What follows belongs to an exercise in optimizing a design on an open flow for small area, a short achievable clock period and few clock cycles per item; a production flow would make more cautious choices. The RTL of this run was laid out without a check of its function. Power and IR drop assume default switching activity.

==> design.v <==
package lsu_pkg;
  localparam int word_w         = 64;
  localparam int beat_w         = 512;
  localparam int words_per_beat = beat_w / word_w;
  localparam int num_banks      = 4;
  localparam int addr_w         = 12;
  localparam int rd_latency     = 4;
  localparam int fifo_depth     = 2;
  localparam int cfg_w          = 16;
  typedef logic [word_w-1:0]            word_t;
  typedef logic [beat_w-1:0]            beat_t;
  typedef logic [addr_w-1:0]            addr_t;
  typedef logic [$clog2(num_banks)-1:0] bank_t;
  typedef logic [cfg_w-1:0]             cfg_t;
  typedef struct packed {
    logic [addr_w-1:0] cur;       
    logic [addr_w-1:0] seg;       
    logic [1:0]        bank;      
    logic [cfg_w-1:0]  blk_rem;   
    logic [cfg_w-1:0]  j_rem;     
    logic [cfg_w-1:0]  s_rem;     
    logic              bl;        
    logic              jl;        
    logic              sl;        
  } gen_t;
endpackage
module lsu_addr_gen (
  input  lsu_pkg::gen_t g,
  input  lsu_pkg::cfg_t len,
  input  lsu_pkg::cfg_t block_factor,
  input  lsu_pkg::cfg_t seg_stride,
  output lsu_pkg::gen_t g_step
);
  localparam int AW = lsu_pkg::addr_w;
  localparam int CW = lsu_pkg::cfg_w;
  logic [CW-1:0] j_dec, blk_dec, s_dec;
  logic [AW-1:0] cur_inc, bf_dec;
  logic [AW-1:0] seg_sum, seg_gen, seg_prop;
  logic [AW-1:0] back_sum, back_gen, back_prop;
  logic [AW-1:0] seg_c, back_c;
  logic          chain;
  always_comb begin
    for (int i = 0; i < CW; i++) begin
      j_dec[i]   = g.j_rem[i]   ^ ~|(g.j_rem   & ((CW'(1) << i) - CW'(1)));
      blk_dec[i] = g.blk_rem[i] ^ ~|(g.blk_rem & ((CW'(1) << i) - CW'(1)));
      s_dec[i]   = g.s_rem[i]   ^ ~|(g.s_rem   & ((CW'(1) << i) - CW'(1)));
    end
    for (int i = 0; i < AW; i++) begin
      cur_inc[i] = g.cur[i] ^ &(g.cur | ~((AW'(1) << i) - AW'(1)));
      bf_dec[i]  = block_factor[i] ^ ~|(block_factor[AW-1:0] & ((AW'(1) << i) - AW'(1)));
    end
    seg_gen  = g.seg & seg_stride[AW-1:0];
    seg_prop = g.seg ^ seg_stride[AW-1:0];
    back_gen  = g.cur & ~bf_dec;
    back_prop = g.cur ^ ~bf_dec;
    for (int i = 0; i < AW; i++) begin
      seg_c[i]  = 1'b0;
      back_c[i] = &(back_prop | ~((AW'(1) << i) - AW'(1)));
      for (int k = 0; k < i; k++) begin
        chain     = 1'b1;
        for (int m = k + 1; m < i; m++) chain = chain & seg_prop[m];
        seg_c[i]  = seg_c[i] | (seg_gen[k] & chain);
        chain     = 1'b1;
        for (int m = k + 1; m < i; m++) chain = chain & back_prop[m];
        back_c[i] = back_c[i] | (back_gen[k] & chain);
      end
    end
    seg_sum  = seg_prop ^ seg_c[AW-1:0];
    back_sum = back_prop ^ back_c[AW-1:0];
  end
  always_comb begin
    g_step = g;
    if (g.jl) begin
      g_step.seg     = seg_sum;
      g_step.cur     = g_step.seg;
      g_step.bank    = 2'd0;
      g_step.blk_rem = block_factor;
      g_step.bl      = (block_factor == CW'(1));
      g_step.j_rem   = len;
      g_step.jl      = (len == CW'(1));
      g_step.s_rem   = s_dec;
      g_step.sl      = (g.s_rem == CW'(2));
    end else begin
      g_step.j_rem = j_dec;
      g_step.jl    = (g.j_rem == CW'(2));
      if (g.bl) begin
        g_step.blk_rem = block_factor;
        g_step.bl      = (block_factor == CW'(1));
        g_step.bank    = g.bank + 1'b1;
        if (g.bank == 2'd3) begin
          g_step.cur = cur_inc;
        end else begin
          g_step.cur = back_sum;
        end
      end else begin
        g_step.blk_rem = blk_dec;
        g_step.bl      = (g.blk_rem == CW'(2));
        g_step.cur     = cur_inc;
      end
    end
  end
endmodule
module lsu_top (
  input  logic                          clk,
  input  logic                          rst,
  input  lsu_pkg::beat_t                in_data,
  input  logic                          in_valid,
  output logic                          in_ready,
  output lsu_pkg::beat_t                out_data,
  output logic                          out_valid,
  input  logic                          out_ready,
  input  logic                          start,
  input  logic                          store,
  output logic                          done,
  input  lsu_pkg::cfg_t                 len,
  input  lsu_pkg::cfg_t                 seg_count,
  input  lsu_pkg::cfg_t                 block_factor,
  input  lsu_pkg::cfg_t                 seg_stride,
  input  lsu_pkg::cfg_t                 addr_offset,
  output lsu_pkg::addr_t                ram_addr,
  output lsu_pkg::word_t                ram_d,
  output logic                          ram_we,
  output logic [lsu_pkg::num_banks-1:0] ram_ce,
  input  logic [lsu_pkg::num_banks*lsu_pkg::word_w-1:0] ram_q
);
  localparam int AW = lsu_pkg::addr_w;
  localparam int CW = lsu_pkg::cfg_w;
  localparam int WW = lsu_pkg::word_w;
  localparam int RL = lsu_pkg::rd_latency;
  lsu_pkg::gen_t g, g_step, g_init, trail, t_step;
  logic [7:0] wib;            
  logic       is_st;          
  logic       st_run;         
  logic       ld_run;         
  logic [2:0] owe;            
  logic       x_last;
  logic       issue, flush, deliver, deliver_r;
  logic       done_next;
  logic [RL:0] rv;            
  logic [RL:0] rlb;           
  logic [RL:0] rlx;           
  logic [1:0]  rbk [RL+1];
  logic        out_last;
  logic [WW-1:0] ret_word;
  assign x_last = g.jl & g.sl;
  assign deliver = out_valid & out_ready;
  assign issue   = (st_run & in_valid) | (ld_run & ~flush);
  lsu_addr_gen i_step (
    .g (g), .len (len), .block_factor (block_factor), .seg_stride (seg_stride),
    .g_step (g_step)
  );
  lsu_addr_gen i_trail_step (
    .g (trail), .len (len), .block_factor (block_factor), .seg_stride (seg_stride),
    .g_step (t_step)
  );
  always_comb begin
    g_init.cur     = addr_offset[AW-1:0];
    g_init.seg     = addr_offset[AW-1:0];
    g_init.bank    = 2'd0;
    g_init.blk_rem = block_factor;
    g_init.bl      = (block_factor == CW'(1));
    g_init.j_rem   = len;
    g_init.jl      = (len == CW'(1));
    g_init.s_rem   = seg_count;
    g_init.sl      = (seg_count == CW'(1));
  end
  always_ff @(posedge clk) begin
    if (start) begin
      g     <= g_init;
      wib   <= 8'd1;
      is_st <= store;
    end else if (flush) begin
      g   <= trail;
      wib <= 8'd1;
    end else if (issue) begin
      g   <= g_step;
      wib <= {wib[6:0], wib[7]};
    end
  end
  always_ff @(posedge clk) begin
    if (start) begin
      trail <= g_init;
    end else if (deliver_r | (owe != 3'd0)) begin
      trail <= t_step;
    end
  end
  assign done_next = (st_run & in_valid & x_last) | (deliver & out_last);
  always_ff @(posedge clk) begin
    if (rst) begin
      st_run   <= 1'b0;
      ld_run   <= 1'b0;
      owe      <= 3'd0;
      flush    <= 1'b0;
      deliver_r <= 1'b0;
      done     <= 1'b0;
      in_ready <= 1'b0;
    end else begin
      if (start) begin
        st_run <= store;
        ld_run <= ~store;
      end else begin
        if (issue & x_last) begin
          st_run <= 1'b0;
          ld_run <= 1'b0;
        end
        if (flush) ld_run <= 1'b1;
      end
      if (start | deliver_r) owe <= start ? 3'd0 : 3'd7;
      else if (owe != 3'd0) owe <= owe - 1'b1;
      done     <= done_next;
      flush    <= out_valid & ~out_ready;
      deliver_r <= deliver;
      in_ready <= ~start & st_run & ~(in_valid & x_last) &
                  (in_valid ? wib[6] : wib[7]);
    end
  end
  logic [WW-1:0] d_sel;
  always_comb begin
    d_sel = '0;
    for (int w = 0; w < 8; w++) d_sel |= in_data[w*WW +: WW] & {WW{wib[w]}};
  end
  assign ram_we = is_st;
  always_ff @(posedge clk) begin
    if (rst) begin
      ram_ce <= '0;
      rv     <= '0;
      out_valid <= 1'b0;
    end else begin
      ram_ce <= issue ? (4'b0001 << g.bank) : 4'b0000;
      rv     <= flush ? '0 : {rv[RL-1:0], ld_run};
      out_valid <= rv[RL] & rlb[RL] & ~flush;
    end
  end
  always_ff @(posedge clk) begin
    ram_addr <= g.cur;
    ram_d    <= d_sel;
    rlb      <= {rlb[RL-1:0], wib[7]};
    rlx      <= {rlx[RL-1:0], x_last};
    rbk[0]   <= g.bank;
    for (int i = 1; i <= RL; i++) rbk[i] <= rbk[i-1];
    out_last <= rlx[RL];
  end
  always_comb begin
    ret_word = '0;
    for (int b = 0; b < 4; b++) ret_word |= ram_q[b*WW +: WW] & {WW{rbk[RL] == 2'(b)}};
  end
  always_ff @(posedge clk) begin
    out_data <= {ret_word, out_data[lsu_pkg::beat_w-1:WW]};
  end
endmodule
==> flow/run.sh <==
#!/bin/bash
# Standard ORFS layout with two changes: ports get the smallest plain buffer
# (buf_1) instead of the delay buffer buffer_ports picks on its own, and the
# pins of each data bit are grouped on the die edge (flow/pins.tcl).
set -euo pipefail
bash standard.sh \
  "BUFFER_PORTS_ARGS=-buffer_cell sky130_fd_sc_hd__buf_1" \
  "PRE_IO_PLACEMENT_TCL=$PWD/flow/pins.tcl" \
  finish > standard_make.log 2>&1
==> flow/pins.tcl <==
# Bit-slice pin groups: for bit b, the four ram_q words, the eight out_data
# words (in shift order), the eight in_data words and ram_d share one stretch
# of the die edge, so each slice's cells can sit together.
for {set b 0} {$b < 64} {incr b} {
  set names {}
  for {set k 0} {$k < 4} {incr k} { lappend names "ram_q\[[expr {64 * $k + $b}]\]" }
  for {set w 7} {$w >= 0} {incr w -1} { lappend names "out_data\[[expr {64 * $w + $b}]\]" }
  for {set w 0} {$w < 8} {incr w} { lappend names "in_data\[[expr {64 * $w + $b}]\]" }
  lappend names "ram_d\[$b\]"
  set_io_pin_constraint -pin_names $names -group -order
}
==> standard.sh <==
#!/bin/bash
# synth_recipe.tcl (not shown) runs the flow's synth.tcl, then flattens the netlist and writes it again
# the make line also repeats each setting of config.mk as NAME=value (left out here)
make -C /OpenROAD-flow-scripts/flow DESIGN_CONFIG=/design/flow/config.mk WORK_HOME=/design/flow/orfs CLKGATE_MAP_FILE= SYNTH_SCRIPT=/design/flow/synth_recipe.tcl "${@:-finish}"
==> config.mk <==
export PLATFORM = sky130hd
export DESIGN_NAME = lsu_top
export DESIGN_NICKNAME = lsu_top
export VERILOG_FILES = /design/flow/design.v
export SDC_FILE = /design/flow/constraint.sdc
export NUM_CORES = 4
export LEC_CHECK = 0
export ABC_CLOCK_PERIOD_IN_PS = 2000
export CAP_MARGIN = 20
export CORE_AREA = 3 3 497 497
export CTS_CLUSTER_DIAMETER = 80
export CTS_CLUSTER_SIZE = 24
export DIE_AREA = 0 0 500 500
export SETUP_SLACK_MARGIN = 3.0
export SLEW_MARGIN = 20
export TNS_END_PERCENT = 5
==> constraint.sdc <==
create_clock -name core_clock -period 5.0 [get_ports {clk}]
set_input_delay 1.0000 -clock core_clock [delete_from_list [all_inputs] [get_ports {clk}]]
set_output_delay 1.0000 -clock core_clock [all_outputs]
set_load 0.01 [all_outputs]
==> results.json <==
{
  "clock_latency_ps": 710,
  "ir_drop_mv": 0.323,
  "synthSimpleGateAreaFrac_pct": 8.63,
  "final_area_um2": 41200,
  "grt_max_degree": 75,
  "synth_compound_area_share_pct": 14.8,
  "setup_viol": 0,
  "final-instance-count-excl-fill": 7063,
  "grt_pass1_wl_um": 160000,
  "postCtsHoldBufs": 0,
  "dieArea_um2": 250000,
  "synth-edff-count": 151,
  "maxCapViolCount": 0,
  "synth_top_family_by_area": "compound AO/OA/AOI/OAI gates",
  "syn-instance-count": 2361,
  "dp.cells": 6895,
  "hold_viol": 0,
  "rsz0062_at_grt": "true",
  "critPathArrivalTime_ps": 3610,
  "dpl_cell_area_um2": 37700,
  "fillerInstances": 26861,
  "first_iter_violations": 1889,
  "drive_gt1_share_pct": 11.1,
  "ys_async_sr_fraction_pct": 0,
  "start_util_pct": 11.8,
  "post_drt_wl_per_cell_um": 16.5,
  "cts_sinks": 791,
  "ys.flop_type": "dfxtp_1",
  "cts_buffer_depth": 3,
  "core-area_um2": 242000,
  "synth_mux_area_share_pct": 5.36,
  "slew_headroom_pct": 24.6,
  "antenna_found_initial": 40,
  "max_slew.worst_pin.slew_ps": 1130,
  "endpoint_kind": "flip-flop",
  "status": "complete, no violations",
  "yosysTopAreaCell": "dfxtp_1",
  "fin_crit_sh_pct": 63.2,
  "cp.required_ps": 5450,
  "fmax_ghz": 0.317,
  "cts.clk_slew.worst_paths_ps": 90,
  "yosysSeqAreaShare_pct": 61.1,
  "drt_drc_violations_left": 0,
  "synthXorXnorAreaFrac_pct": 3.48,
  "portBuffers": 1441,
  "numCtsBuffers": 49,
  "cp_max_fo": 4,
  "period_needed_ps": 3160,
  "io_pins": 1450,
  "overflow": 0,
  "cts_tree": "yes",
  "hold_slack_ps": 308,
  "synth-seq-cells": 791,
  "grt_pass1_vias": 25186,
  "synth_nets": 3310,
  "synthAdderAreaFrac_pct": 4.24,
  "root_buffer": "clkbuf_16",
  "track_usage_pct": 8.50,
  "synthTopCellsByArea": "dfxtp_1 45%, edfxtp_1 16%, a22oi_1 7.1%, mux4_2 5.1%, ha_1 4.1%",
  "power.density_nw_per_um2": 355,
  "ys_types": 80,
  "num_vias": 25750,
  "area_delta_synth_final_pct": 45.0,
  "antenna_left": 0,
  "routed_via_density": 3.65,
  "yosysTopAreaCellShare_pct": 45.1,
  "hold_class": "flip-flop to flip-flop",
  "syn_avg_cell_area_um2": 12.0,
  "nNetsFinal": 4772,
  "final_util_pct": 17.0,
  "fin_setup_tns_ps": 0,
  "synth_area_um2": 28400,
  "firstDrtPassIters": 6,
  "layout_common_cells": "1,429 x buf_1, 622 x dfxtp_1, 268 x a22oi_1, 151 x edfxtp_1, 149 x nand2_1",
  "seq_area_um2": 17400,
  "crit_path_start_kind": "input pin",
  "path_class": "input pin to flip-flop",
  "clock_skew_ps": 45.0,
  "p_leak_nw": 13.9,
  "final_common_cell": "buf_1",
  "multi_input_area_um2": 11400,
  "drv_slew": 0,
  "gp_congestion": 0.805,
  "dp_hpwl_um": 86800,
  "die_x_um": 500,
  "rows": 180,
  "die_h_um": 500,
  "cts_max_level": 2,
  "postRouteWirelength_um": 116000,
  "yosys_warnings": 3
}
-- cell families (layout without fill, tap and decap cells) --
| family | after synthesis | count (layout) |
|---|---|---|
| adder cells (fa/ha/maj) | 95 | 95 |
| XOR/XNOR | 112 | 112 |
| AND/OR/NAND/NOR | 472 | 473 |
| buffers and inverters | 184 | 1678 |
| multiplexers | 72 | 72 |
| flip-flops | 791 | 791 |
| AO/OA/AOI/OAI | 635 | 635 |
| other | 0 | 22 |
-- sequential cells by signal, indices dropped and copies added, names as in the netlist --
register	count
flush	1
rlx	5
in_ready	1
st_run	1
ram_d	64
done	1
rbk	10
is_st	1
ram_ce	4
rlb	5
deliver_r	1
rv	5
out_valid	1
ld_run	1
g	77
out_last	1
wib	8
ram_addr	12
out_data	512
owe	3
trail	77
-- Yosys cell counts (all sizes together) (60+ instances only) --
cell,number
nor2,83
edfxtp,151
o21ai,148
dfxtp,640
nand4,73
a22oi,268
mux4,64
nand2,165
ha,93
xnor2,60
clkbuf,84
a21oi,104
-- per-layer routing --
metal	part of all wire [%]	wire (um)	global-route usage, %	vias to the layer above
li1	-	-	-	11703
met3	10	11900	2.48	212
met2	48	56000	14.4	1513
met1	38	44000	9.83	12302
met5	0.12	135	0	-
met4	3.7	4260	3.93	20
-- final timing paths --
kind                    from   endpoint  slack [ps]  cells after the start
max          block_factor[1]      g[76]        1840                     15
min                rbk[1][1]  rbk[2][1]         310                      0
max reg2reg            g[65]      g[76]        2270                     10
min reg2reg        rbk[1][1]  rbk[2][1]         310                      0
-- final cells by class --
cell class                 instances  share of cell area [%]
multi-input combinational       1387                    27.6
sequential                       791                    42.2
clock buffer                      55                    3.13
antenna                           22                   0.134
inverter                          59                   0.610
timing repair buffer            1535                    15.4
clock inverter                    29                    1.24
tap                             3185                    9.67
-- timing repair --
action	CTS	global route
gates resized for setup	168	99
gates cloned	1	0
setup endpoints to repair	936	967
setup buffers	36	24
pin swaps	71	53
-- worst max-delay path, stage by stage --
cell,delay (ps)
buf_8,110
inv_6,50
ha_4,120
nor3b_4,260
nand2_2,160
nor3_2,150
ha_2,270
xnor2_4,110
ha_4,310
nand3_2,110
o2111ai_4,250
a2111oi_2,110
or3_1,350
a21oi_2,140
o31ai_1,80
-- per-stage QoR --
| stage | power (mW) | setup WS, ps |
|---|---|---|
| global route | 15.4 | 1790 |
| finish | 14.6 | 1840 |
| global placement | 9.69 | 714 |
| CTS | 14.7 | 1950 |
| detailed placement | 9.76 | 739 |
| floorplan | 8.73 | 1420 |
-- report_power, final --
part           total (mW)  switching (mW)  internal, mW
clock network        4.66            2.49          2.18
registers            7.53           0.410          7.12
logic                2.45            1.38          1.07
total                14.6            4.28          10.4

[re-timing with driven ports]
How much do the figures lean on ideal ports? The routed layout below was timed once more, with nothing changed but the port constraints. Step 1, drivers: a clkbuf_16 drives clk and a buf_2 each remaining input, both assumed. Step 2 moves the port delays by t, midway between the first and last clock arrival at a register: inputs arrive t later, outputs are due t later. That takes back most of the time a late clock gives input paths. Three values: no drivers, after step 1, after step 2; two values: the first two.
t (ns): 0.758
setup WS [ns]: 1.842 / 1.753 / 0.995
worst slew at a driven data input, ns: 0.43
pins driven straight from the clock port: 1
After both steps setup and hold are still met in this run. The setup slack of this run moves by -0.089 ns with the drivers and by -0.847 ns with both steps.
